From an optimization exercise on the open Yosys and OpenROAD flow, aimed at small area, a short achievable clock period and few clock cycles per item; shortcuts taken in it are not production practice. Function was checked by simulation only, so behaviour that the tests miss may differ from the original. The flow treats the clock pin as an ideal source. Dropping or thinning the clock tree relies on that and would not hold on a real chip. Power figures rest on the tool's default switching activity, not on a simulated workload.

== P ==
==> module mem_write_buffer, before the edit <==
module mem_write_buffer #(
  parameter int DEPTH       = 4,
  parameter int ADDR_WIDTH  = 32,
  parameter int BLOCK_BITS  = 128,
  parameter int OFFSET_BITS = 4
) (
  input  logic                    clk,
  input  logic                    rst,
  input  logic                    mem_req,
  input  logic                    mem_rw,
  input  logic [ADDR_WIDTH-1:0]   mem_addr,
  input  logic [BLOCK_BITS-1:0]   mem_wdata,
  output logic                    mem_ready,
  output logic                    mem_resp,
  output logic [BLOCK_BITS-1:0]   mem_rdata,
  output logic                    mm_req,
  output logic                    mm_rw,
  output logic [ADDR_WIDTH-1:0]   mm_addr,
  output logic [BLOCK_BITS-1:0]   mm_wdata,
  input  logic                    mm_ready,
  input  logic                    mm_resp,
  input  logic [BLOCK_BITS-1:0]   mm_rdata,
  output logic [$clog2(DEPTH):0]  wb_count
);
  localparam int TW = ADDR_WIDTH - OFFSET_BITS;
  logic [TW-1:0]         tag;      
  logic [BLOCK_BITS-1:0] data;     
  logic                  pend;     
  logic                  rd1;      
  logic                  rd2;      
  logic                  rfl;      
  logic                  wfl;      
  logic                  dfree;    
  logic                  den;      
  logic                  wbc;
  logic accept, acc_rd, take, fill, cap_rd;
  logic pend_n, rd0_n, rd1_n, rd2_n, rfl_n, wfl_n, mm_rw_n;
  assign accept = mem_req && mem_ready;
  assign acc_rd = accept && !mem_rw;
  assign take   = mm_req && mm_ready;
  assign fill   = rfl && mm_resp;
  assign cap_rd = mem_req && !mem_rw && !pend && !accept;
  assign mm_addr   = {tag, {OFFSET_BITS{1'b0}}};
  assign mm_wdata  = data;
  assign mem_rdata = data;
  assign wb_count  = {{$clog2(DEPTH){1'b0}}, wbc};
  always_comb begin
    pend_n  = accept || (pend && !take);
    rd1_n   = (!rd1 && !rd2 && acc_rd) || (rd1 && (acc_rd == fill)) || (rd2 && fill);
    rd2_n   = (rd1 && acc_rd && !fill) || (rd2 && !fill);
    rd0_n   = !rd1_n && !rd2_n;
    rfl_n   = (take && !mm_rw) || (rfl && !mm_resp);
    wfl_n   = (take && mm_rw) || (wfl && !mm_resp);
    mm_rw_n = pend ? mm_rw : mem_rw;
  end
  always_ff @(posedge clk) begin
    if (!pend) begin
      tag   <= mem_addr[ADDR_WIDTH-1:OFFSET_BITS];
      mm_rw <= mem_rw;
    end
    if (den)
      data <= (mem_wdata & {BLOCK_BITS{dfree}}) | (mm_rdata & {BLOCK_BITS{rfl}});
  end
  always_ff @(posedge clk or negedge rst) begin
    if (!rst) begin
      pend      <= 1'b0;
      rd1       <= 1'b0;
      rd2       <= 1'b0;
      rfl       <= 1'b0;
      wfl       <= 1'b0;
      dfree     <= 1'b0;
      den       <= 1'b0;
      wbc       <= 1'b0;
      mm_req    <= 1'b0;
      mem_ready <= 1'b0;
      mem_resp  <= 1'b0;
    end else begin
      pend      <= pend_n;
      rd1       <= rd1_n;
      rd2       <= rd2_n;
      rfl       <= rfl_n;
      wfl       <= wfl_n;
      dfree     <= !pend_n && rd0_n;
      den       <= (!pend_n && rd0_n) || rfl_n;
      wbc       <= pend_n && mm_rw_n;
      mm_req    <= pend_n && !rfl_n && !wfl_n;
      mem_ready <= !pend_n && (rd0_n || (rd1_n && cap_rd));
      mem_resp  <= (accept && mem_rw) || fill;
    end
  end
endmodule
Settings: LEC_CHECK=0, ABC_AREA=1, CAP_MARGIN=20, CORE_AREA=5 5 145 145, DIE_AREA=0 0 150 150, SETUP_SLACK_MARGIN=3.95, SLEW_MARGIN=20; clock period 6.0 ns.
standard.sh (not shown) runs the stock make flow with config.mk's settings and CLKGATE_MAP_FILE= SYNTH_SCRIPT=/design/flow/synth_recipe.tcl, a recipe that flattens the netlist after the stock synthesis.
==> flow/flow/run.sh <==
#!/bin/bash
# The standard layout, with:
# - the smallest buffer on every input and output port;
# - the pins one routing track apart, and the pins of each data bit
#   (mem_wdata, mm_rdata, mem_rdata, mm_wdata) and of each address bit
#   (mem_addr, mm_addr) placed next to each other;
# - port buffers kept at the smallest size by timing repair (flow/pre_cts.tcl,
#   released again by flow/final_pre.tcl before the final power connection);
# - a two-level clock tree (flow/clock_tree.tcl, run after the CTS step's own
#   tree and replacing it): the clock port drives four buffers, each driving
#   two buffers that each drive one group of nearby flip-flops.
set -euo pipefail
groups=""
for i in $(seq 0 127); do
  groups+=" -group_pins {mem_wdata[$i] mm_rdata[$i] mem_rdata[$i] mm_wdata[$i]}"
done
for i in $(seq 4 31); do
  groups+=" -group_pins {mem_addr[$i] mm_addr[$i]}"
done
bash standard.sh finish \
  "BUFFER_PORTS_ARGS=-buffer_cell sky130_fd_sc_hd__buf_1" \
  "PLACE_PINS_ARGS=-min_distance 1 -min_distance_in_tracks$groups" \
  "CTS_ARGS=-sink_clustering_enable -repair_clock_nets -apply_ndr none" \
  "PRE_CTS_TCL=$(pwd)/flow/pre_cts.tcl" \
  "POST_CTS_TCL=$(pwd)/flow/clock_tree.tcl" \
  "PRE_FINAL_REPORT_TCL=$(pwd)/flow/final_pre.tcl" \
  > flow_make.log 2>&1
Other scripts of this flow, unchanged in this note and not shown: flow/flow/clock_tree.tcl, flow/flow/final_pre.tcl, flow/flow/pre_cts.tcl
Testbench counts of P, summed over its fixed seeds: cycles 251,719, items 48,000.
Modified inputs, Q compared to P
--- a/flow/design.v
+++ b/flow/design.v
@@ -55,14 +55,14 @@
   end
   always_ff @(posedge clk) begin
     if (!pend) begin
       tag   <= mem_addr[ADDR_WIDTH-1:OFFSET_BITS];
       mm_rw <= mem_rw;
     end
-    if (den)
-      data <= (mem_wdata & {BLOCK_BITS{dfree}}) | (mm_rdata & {BLOCK_BITS{rfl}});
+    data <= (mem_wdata & {BLOCK_BITS{dfree}}) | (mm_rdata & {BLOCK_BITS{rfl}}) |
+            (data & {BLOCK_BITS{!den}});
   end
   always_ff @(posedge clk or negedge rst) begin
     if (!rst) begin
       pend      <= 1'b0;
       rd1       <= 1'b0;
       rd2       <= 1'b0;
==> summary.txt <==
On global routing usage on met3, the lower figure sits with Q, not P. Taking P as the reference point, the headroom to the max-slew limit of Q falls by 2.8 points. In Q, sequential fraction of the synthesis area is lower than in P. Fmax | Q vs P | Q faster. Between P and Q, synthesized cell count increased. Q vs P, number of multi-input combinational cells in the layout went up by about 240%. Comparing Q against P, there is no change at all in die area. P → Q: worst-case setup margin in the final layout now sits higher, fraction of the mapped netlist area in compound gates now sits lower, clock power share now sits lower, power now sits higher, global-route usage now sits higher. For the worst hold slack, Q came in 0.055 ns lower than P did.
Testbench counts of Q, summed over its fixed seeds: cycles 251,719, items 48,000.
No run of this note takes its clock network from TritonCTS; it comes from the design's own scripts or RTL.

[port drivers added, routing unchanged]
How much do the figures lean on ideal ports? The routed layouts below were timed once more, with nothing changed but the port constraints. Step 1, drivers: a clkbuf_16 drives clk and a buf_2 each remaining input, both assumed. Step 2, shift: input delay + t, output delay - t, t = (earliest + latest rising clock arrival at the registers) / 2. This alone moves slack from input paths to output paths. a / b / c = ideal ports / drivers / drivers and shift; a / b = the first two.
| run | t, ns | slack for setup (ns) | worst setup path at the end | clock arrival spread, ns |
|---|---|---|---|---|
| P | 0.337 | 3.951 / 3.841 / 3.963 | input to register | 0.021 / 0.020 |
| Q | 0.344 | 3.994 / 3.882 / 3.973 | input to register | 0.024 / 0.025 |
After both steps setup and hold are still met in every run listed. For Q, which loses most, drivers alone change the setup slack by -0.112 ns; drivers and shift together by -0.021 ns.
